Context: an optimization exercise on an open-source flow, tuned for small area and a short achievable clock period. The choices shown serve that exercise and are no tape-out recipe.
The RTL was checked by simulation tests, not by an equivalence proof against the original design.

==> exp/xenon <==
## gshare_btb_predictor
module gshare_btb_predictor #(
  parameter int DATA_WIDTH = 32,
  parameter int PHT_DEPTH  = 1024,
  parameter int HIST_LEN   = 8,
  parameter int BTB_DEPTH  = 64,
  parameter int TAG_W      = 10,
  localparam int IDX_W     = $clog2(PHT_DEPTH),
  localparam int BI_W      = $clog2(BTB_DEPTH)
) (
  input  logic                  clk,
  input  logic                  rst,
  input  logic [DATA_WIDTH-1:0] pc,
  output logic                  pred_taken,
  output logic [DATA_WIDTH-1:0] pred_target,
  output logic [IDX_W-1:0]      pred_index,
  output logic                  ready,
  input  logic                  upd_valid,
  input  logic [DATA_WIDTH-1:0] upd_pc,
  input  logic [IDX_W-1:0]      upd_index,
  input  logic                  upd_taken,
  input  logic [DATA_WIDTH-1:0] upd_target,
  input  logic                  upd_pred_taken,
  input  logic [DATA_WIDTH-1:0] upd_pred_target,
  output logic                  mispredict,
  output logic [DATA_WIDTH-1:0] redirect_pc,
  output logic [31:0]           branch_cnt,
  output logic [31:0]           mispred_cnt
);
Settings: LEC_CHECK=0, CAP_MARGIN=20, CORE_MARGIN=2, CORE_UTILIZATION=78, CTS_CLUSTER_DIAMETER=60, CTS_CLUSTER_SIZE=25, SETUP_SLACK_MARGIN=5, SLEW_MARGIN=20, SYNTH_HIERARCHICAL=1, TNS_END_PERCENT=5; clock period 12.0 ns.
run.sh (not shown) runs the stock make flow with config.mk's settings and CLKGATE_MAP_FILE= SYNTH_SCRIPT=/design/flow/synth_recipe.tcl, a recipe that flattens the netlist after the stock synthesis.
==> exp/amber: changes against exp/xenon <==
--- a/flow/design.v
+++ b/flow/design.v
@@ -34,10 +34,13 @@
 module gbp_xnor2 (input logic a, b, output logic y);
   assign y = ~(a ^ b);
 endmodule
 module gbp_inv (input logic a, output logic y);
   assign y = ~a;
+endmodule
+module gbp_mux2 (input logic s, a, b, output logic y);
+  assign y = s ? b : a;
 endmodule
 module gbp_decode #(
   parameter int W = 5
 ) (
   input  logic [W-1:0]      idx,
@@ -147,11 +150,10 @@
   logic [1:0]            lk_dir;
   logic [NROW-1:0]       up_row;
   logic [NCOL-1:0]       up_col;
   logic [1:0]            cur_hi_half, cur_lo_half;
   logic                  take_n;
-  logic                  take;
   logic [DATA_WIDTH-1:0] pc_next;
   assign pred_index  = pc[IDX_W+1:2] ^ IDX_W'(ghr);
   gbp_decode #(.W(ROW_W)) u_lk_row (.idx(pred_index[IDX_W-1:COL_W]), .hot(lk_row));
   gbp_decode #(.W(COL_W)) u_lk_col (.idx(pred_index[COL_W-1:0]),     .hot(lk_col));
   gbp_read1024 u_lk_pht (.data(pht_hi), .row(lk_row), .col(lk_col), .half(lk_dir));
@@ -175,18 +177,14 @@
   gbp_nand4 u_eq0 (.a(lk_eq[0]), .b(lk_eq[1]), .c(lk_eq[2]), .d(lk_eq[3]), .y(lk_eq_n[0]));
   gbp_nand4 u_eq1 (.a(lk_eq[4]), .b(lk_eq[5]), .c(lk_eq[6]), .d(lk_eq[7]), .y(lk_eq_n[1]));
   gbp_nor2  u_eq2 (.a(lk_eq_n[0]), .b(lk_eq_n[1]), .y(lk_eq_lo));
   gbp_and4  u_eq3 (.a(lk_eq[8]), .b(lk_eq[9]), .c(lk_entry[0]), .d(ready), .y(lk_eq_hi));
   gbp_oai211 u_take (.a1(lk_dir[0]), .a2(lk_dir[1]), .b(lk_eq_lo), .c(lk_eq_hi), .y(take_n));
-  gbp_inv   u_pt (.a(take_n), .y(take));
-  assign pred_taken = take;
+  gbp_inv   u_pt (.a(take_n), .y(pred_taken));
   assign pc_next = pc + DATA_WIDTH'(4);
   for (genvar k = 0; k < DATA_WIDTH; k++) begin : g_pt
-    logic sel_tgt_n, sel_seq_n;
-    gbp_nand2 u_t (.a(take),   .b(lk_entry[TAG_W+1+k]), .y(sel_tgt_n));
-    gbp_nand2 u_s (.a(take_n), .b(pc_next[k]),          .y(sel_seq_n));
-    gbp_nand2 u_o (.a(sel_tgt_n), .b(sel_seq_n),         .y(pred_target[k]));
+    gbp_mux2 u_mx (.s(take_n), .a(lk_entry[TAG_W+1+k]), .b(pc_next[k]), .y(pred_target[k]));
   end
   assign mispredict  = upd_valid && ready &&
                        ((upd_pred_taken != upd_taken) ||
                         (upd_taken && (upd_pred_target != upd_target)));
   assign redirect_pc = upd_taken ? upd_target : upd_pc + DATA_WIDTH'(4);
--- a/flow/config.mk
+++ b/flow/config.mk
@@ -5,11 +5,11 @@
 export SDC_FILE = /design/flow/constraint.sdc
 export NUM_CORES = 4
 export LEC_CHECK = 0
 export CAP_MARGIN = 20
 export CORE_MARGIN = 2
-export CORE_UTILIZATION = 78
+export CORE_UTILIZATION = 68
 export CTS_CLUSTER_DIAMETER = 60
 export CTS_CLUSTER_SIZE = 25
 export SETUP_SLACK_MARGIN = 5
 export SLEW_MARGIN = 20
 export SYNTH_HIERARCHICAL = 1
==> summary.txt <==
Error msg: [ERROR DPL-0033] detailed placement checks failed during check placement.
FP Rows: 180
Post-Syn Nets: 11.77k
Run status: aborted with a tool error
Fail Step: clock tree synthesis
[end of results for exp/xenon]
==> summary.txt <==
Run status: no timing/DRC/antenna violations
RSZ-0062 raised after global routing: yes
Met1 usage: 58.43%
Post-synthesis adder-cell area fraction: 0.05323%
Port Buffer Count: 283
Most frequent cell after synthesis: edfxtp_1
Placed instance count: 15.70k
FP Rows: 193
R2R depth: 11
Nonclk buf count: 1090
[end of results for exp/amber]

========
==> raven <==
==> flow/design.v <==
module gshare_btb_predictor #(
  parameter int DATA_WIDTH = 32,
  parameter int PHT_DEPTH  = 1024,
  parameter int HIST_LEN   = 8,
  parameter int BTB_DEPTH  = 64,
  parameter int TAG_W      = 10,
  localparam int IDX_W     = $clog2(PHT_DEPTH),
  localparam int BI_W      = $clog2(BTB_DEPTH)
) (
  input  logic                  clk,
  input  logic                  rst,
  input  logic [DATA_WIDTH-1:0] pc,
  output logic                  pred_taken,
  output logic [DATA_WIDTH-1:0] pred_target,
  output logic [IDX_W-1:0]      pred_index,
  output logic                  ready,
  input  logic                  upd_valid,
  input  logic [DATA_WIDTH-1:0] upd_pc,
  input  logic [IDX_W-1:0]      upd_index,
  input  logic                  upd_taken,
  input  logic [DATA_WIDTH-1:0] upd_target,
  input  logic                  upd_pred_taken,
  input  logic [DATA_WIDTH-1:0] upd_pred_target,
  output logic                  mispredict,
  output logic [DATA_WIDTH-1:0] redirect_pc,
  output logic [31:0]           branch_cnt,
  output logic [31:0]           mispred_cnt
);
  localparam int ROW_W = IDX_W / 2;
  localparam int COL_W = IDX_W - ROW_W;
  localparam int NROW  = 1 << ROW_W;
  localparam int NCOL  = 1 << COL_W;
  logic [IDX_W-1:0]      ptr;
  logic [HIST_LEN-1:0]   ghr;
  logic [PHT_DEPTH-1:0]  pht_hi;
  logic [PHT_DEPTH-1:0]  pht_lo;
  logic [BTB_DEPTH-1:0]  btb_valid;
  logic [TAG_W-1:0]      btb_tag [BTB_DEPTH];
  logic [DATA_WIDTH-1:0] btb_target [BTB_DEPTH];
  logic                  upd_ok;
  logic [NROW-1:0]       row_en;
  logic [NCOL-1:0]       col_en;
  logic [PHT_DEPTH-1:0]  pht_en;
  logic                  cur_hi, cur_lo;
  logic                  nxt_hi, nxt_lo;
  logic [BTB_DEPTH-1:0]  btb_we;
  logic [BI_W-1:0]       lk_bi;
  logic                  btb_hit;
  assign lk_bi       = pc[BI_W+1:2];
  assign pred_index  = pc[IDX_W+1:2] ^ IDX_W'(ghr);
  assign btb_hit     = btb_valid[lk_bi] && (btb_tag[lk_bi] == pc[BI_W+TAG_W+1:BI_W+2]);
  assign pred_taken  = ready && btb_hit && pht_hi[pred_index];
  assign pred_target = pred_taken ? btb_target[lk_bi] : pc + DATA_WIDTH'(4);
  assign mispredict  = upd_valid && ready &&
                       ((upd_pred_taken != upd_taken) ||
                        (upd_taken && (upd_pred_target != upd_target)));
  assign redirect_pc = upd_taken ? upd_target : upd_pc + DATA_WIDTH'(4);
  assign upd_ok = upd_valid && ready;
  always_ff @(posedge clk) begin
    if (rst) begin
      ready <= 1'b0;
      ptr   <= '0;
    end else begin
      ptr <= ptr + 1'b1;
      if (&ptr) ready <= 1'b1;
    end
  end
  always_ff @(posedge clk) begin
    if (rst) begin
      ghr         <= '0;
      branch_cnt  <= '0;
      mispred_cnt <= '0;
    end else if (upd_ok) begin
      ghr <= {ghr[HIST_LEN-2:0], upd_taken};
      if (branch_cnt != 32'hFFFF_FFFF) branch_cnt <= branch_cnt + 32'd1;
      if (mispredict && (mispred_cnt != 32'hFFFF_FFFF)) mispred_cnt <= mispred_cnt + 32'd1;
    end
  end
  always_comb begin
    for (int r = 0; r < NROW; r++)
      row_en[r] = (upd_valid && (upd_index[IDX_W-1:COL_W] == ROW_W'(r))) || !ready;
    for (int c = 0; c < NCOL; c++)
      col_en[c] = (upd_index[COL_W-1:0] == COL_W'(c)) || !ready;
    for (int i = 0; i < PHT_DEPTH; i++)
      pht_en[i] = row_en[i / NCOL] && col_en[i % NCOL];
  end
  assign cur_hi = |(pht_en & pht_hi);
  assign cur_lo = |(pht_en & pht_lo);
  assign nxt_hi = (cur_hi & cur_lo) | (upd_taken & (cur_hi | cur_lo));
  assign nxt_lo = (cur_hi & ~cur_lo) | (upd_taken & (cur_hi | ~cur_lo));
  for (genvar i = 0; i < PHT_DEPTH; i++) begin : g_pht
    always_ff @(posedge clk) begin
      if (pht_en[i]) begin
        pht_hi[i] <= ready && nxt_hi;
        pht_lo[i] <= !ready || nxt_lo;
      end
    end
  end
  always_comb begin
    for (int j = 0; j < BTB_DEPTH; j++)
      btb_we[j] = upd_valid && upd_taken && (upd_pc[BI_W+1:2] == BI_W'(j));
  end
  for (genvar j = 0; j < BTB_DEPTH; j++) begin : g_btb
    always_ff @(posedge clk) begin
      if (btb_we[j] || !ready) btb_valid[j] <= ready;
      if (btb_we[j]) begin
        btb_tag[j]    <= upd_pc[BI_W+TAG_W+1:BI_W+2];
        btb_target[j] <= upd_target;
      end
    end
  end
endmodule
==> flow/run.sh <==
#!/bin/bash
# synth_recipe.tcl (not shown) runs the flow's synth.tcl, then flattens the netlist and writes it again
# the make line also repeats each setting of config.mk as NAME=value (left out here)
make -C /OpenROAD-flow-scripts/flow DESIGN_CONFIG=/design/flow/config.mk WORK_HOME=/design/flow/orfs CLKGATE_MAP_FILE= SYNTH_SCRIPT=/design/flow/synth_recipe.tcl finish
==> flow/config.mk <==
export PLATFORM = sky130hd
export DESIGN_NAME = gshare_btb_predictor
export DESIGN_NICKNAME = gshare_btb_predictor
export VERILOG_FILES = /design/flow/design.v
export SDC_FILE = /design/flow/constraint.sdc
export NUM_CORES = 4
export LEC_CHECK = 0
export CAP_MARGIN = 20
export CORE_MARGIN = 2
export CORE_UTILIZATION = 60
export CTS_CLUSTER_DIAMETER = 60
export CTS_CLUSTER_SIZE = 30
export SETUP_SLACK_MARGIN = 5
export SLEW_MARGIN = 20
export TNS_END_PERCENT = 0
==> flow/constraint.sdc <==
create_clock -name core_clock -period 12.0 [get_ports {clk}]
set_input_delay 2.4000 -clock core_clock [delete_from_list [all_inputs] [get_ports {clk}]]
set_output_delay 2.4000 -clock core_clock [all_outputs]
set_load 0.01 [all_outputs]
==> zinc: changes against raven <==
==> flow/design.v (replaced) <==
module gshare_btb_predictor #(
  parameter int DATA_WIDTH = 32,
  parameter int PHT_DEPTH  = 1024,
  parameter int HIST_LEN   = 8,
  parameter int BTB_DEPTH  = 64,
  parameter int TAG_W      = 10,
  localparam int IDX_W     = $clog2(PHT_DEPTH),
  localparam int BI_W      = $clog2(BTB_DEPTH)
) (
  input  logic                  clk,
  input  logic                  rst,
  input  logic [DATA_WIDTH-1:0] pc,
  output logic                  pred_taken,
  output logic [DATA_WIDTH-1:0] pred_target,
  output logic [IDX_W-1:0]      pred_index,
  output logic                  ready,
  input  logic                  upd_valid,
  input  logic [DATA_WIDTH-1:0] upd_pc,
  input  logic [IDX_W-1:0]      upd_index,
  input  logic                  upd_taken,
  input  logic [DATA_WIDTH-1:0] upd_target,
  input  logic                  upd_pred_taken,
  input  logic [DATA_WIDTH-1:0] upd_pred_target,
  output logic                  mispredict,
  output logic [DATA_WIDTH-1:0] redirect_pc,
  output logic [31:0]           branch_cnt,
  output logic [31:0]           mispred_cnt
);
  typedef enum logic {ST_INIT, ST_RUN} state_t;
  localparam logic [IDX_W-1:0] PTR_LAST = IDX_W'(PHT_DEPTH - 1);
  localparam logic [IDX_W:0]   BTB_LIM  = (IDX_W + 1)'(BTB_DEPTH);
  state_t                state;
  logic [IDX_W-1:0]      ptr;
  logic [HIST_LEN-1:0]   ghr;
  logic [1:0]            pht [PHT_DEPTH];
  logic [BTB_DEPTH-1:0]  btb_valid;
  logic [TAG_W-1:0]      btb_tag [BTB_DEPTH];
  logic [DATA_WIDTH-1:0] btb_target [BTB_DEPTH];
  logic [BI_W-1:0]       lk_bi;
  logic [TAG_W-1:0]      lk_tag;
  logic [IDX_W-1:0]      ghr_ext;
  logic                  btb_hit;
  logic [BI_W-1:0]       up_bi;
  logic [TAG_W-1:0]      up_tag;
  logic [1:0]            pht_cur;
  logic [1:0]            pht_next;
  logic [HIST_LEN:0]     ghr_shift;
  assign lk_bi      = pc[BI_W+1:2];
  assign lk_tag     = pc[BI_W+TAG_W+1:BI_W+2];
  assign ghr_ext    = IDX_W'(ghr);
  assign pred_index = pc[IDX_W+1:2] ^ ghr_ext;
  assign btb_hit    = btb_valid[lk_bi] && (btb_tag[lk_bi] == lk_tag);
  assign pred_taken = ready && btb_hit && pht[pred_index][1];
  assign pred_target = pred_taken ? btb_target[lk_bi] : pc + DATA_WIDTH'(4);
  assign mispredict  = upd_valid && ready &&
                       ((upd_pred_taken != upd_taken) ||
                        (upd_taken && (upd_pred_target != upd_target)));
  assign redirect_pc = upd_taken ? upd_target : upd_pc + DATA_WIDTH'(4);
  assign up_bi     = upd_pc[BI_W+1:2];
  assign up_tag    = upd_pc[BI_W+TAG_W+1:BI_W+2];
  assign pht_cur   = pht[upd_index];
  assign ghr_shift = {ghr, upd_taken};
  always_comb begin
    pht_next = pht_cur;
    if (upd_taken) begin
      if (pht_cur != 2'b11) pht_next = pht_cur + 2'b01;
    end else begin
      if (pht_cur != 2'b00) pht_next = pht_cur - 2'b01;
    end
  end
  always_ff @(posedge clk) begin
    if (rst) begin
      state       <= ST_INIT;
      ready       <= 1'b0;
      ptr         <= '0;
      ghr         <= '0;
      branch_cnt  <= '0;
      mispred_cnt <= '0;
    end else begin
      case (state)
        ST_INIT: begin
          pht[ptr] <= 2'b01;
          if ({1'b0, ptr} < BTB_LIM) btb_valid[ptr[BI_W-1:0]] <= 1'b0;
          ptr <= ptr + 1'b1;
          if (ptr == PTR_LAST) begin
            state <= ST_RUN;
            ready <= 1'b1;
          end
        end
        ST_RUN: begin
          if (upd_valid) begin
            pht[upd_index] <= pht_next;
            ghr            <= ghr_shift[HIST_LEN-1:0];
            if (upd_taken) begin
              btb_valid[up_bi]  <= 1'b1;
              btb_tag[up_bi]    <= up_tag;
              btb_target[up_bi] <= upd_target;
            end
            if (branch_cnt != 32'hFFFF_FFFF) branch_cnt <= branch_cnt + 32'd1;
            if (mispredict && (mispred_cnt != 32'hFFFF_FFFF)) mispred_cnt <= mispred_cnt + 32'd1;
          end
        end
        default: state <= ST_INIT;
      endcase
    end
  end
endmodule
--- a/flow/config.mk
+++ b/flow/config.mk
@@ -7,9 +7,6 @@
 export LEC_CHECK = 0
 export CAP_MARGIN = 20
 export CORE_MARGIN = 2
-export CORE_UTILIZATION = 60
-export CTS_CLUSTER_DIAMETER = 60
-export CTS_CLUSTER_SIZE = 30
-export SETUP_SLACK_MARGIN = 5
+export CORE_UTILIZATION = 30
+export SETUP_SLACK_MARGIN = 0.5
 export SLEW_MARGIN = 20
-export TNS_END_PERCENT = 0
==> notes <==
zinc produced a clean layout. raven failed in global routing (5_1_grt), error GRT-0116.
Against raven, the synthesized cell count of zinc is lower by 19%.
Against raven, the area after synthesis of zinc is higher by about 4.3%.
==> figures <==
metric	raven	zinc
Worst slack at placement	0.334 ns	0.934 ns
Result of the run	did not finish	finished clean
Stage where the flow stopped	global routing (5_1_grt)	-
Xor and xnor area share after synthesis	0.748%	0.699%
Share of synthesized area occupied by flip-flops and latches	75.0%	71.9%
Fraction of the mapped netlist area in simple logic gates	9.83%	4.37%
Die X-Extent	573 µm	826 µm
Mapped Cells	12,853	10,459
Number of buffers inserted to repair setup after CTS	100	0
Unique cell type count in the Yosys netlist	83	74
Mean instance size in the synthesized netlist	15.1 µm²	19.4 µm²
Synth Net Count	13,007	10,615
Number of storage elements in the synthesis netlist	4,883	4,884
Area fraction of the dominant cell type after synthesis	74.1%	71.0%

[separate check: timing with driven ports]
The results above use ideal ports. As a check the final layouts listed here were re-extracted and re-timed, cells and wires unchanged. Step 1, drivers: a clkbuf_16 drives clk and a buf_2 each remaining input, both assumed. Step 2, shift: input delay + t, output delay - t, t = (earliest + latest rising clock arrival at the registers) / 2. This alone moves slack from input paths to output paths. Three values: no drivers, after step 1, after step 2; two values: the first two.
| run | shift t [ns] | setup slack, ns | worst setup path at the end | worst register clock-pin slew, ns |
|---|---|---|---|---|
| exp/amber | 1.067 | 3.066 / 2.842 / 2.842 | input to output | 0.10 / 0.10 |
| zinc | 1.155 | 0.679 / 0.465 / 0.465 | input to output | 0.08 / 0.08 |
After both steps setup and hold are still met in every run listed. For exp/amber, which loses most, drivers alone change the setup slack by -0.224 ns; drivers and shift together by -0.224 ns.
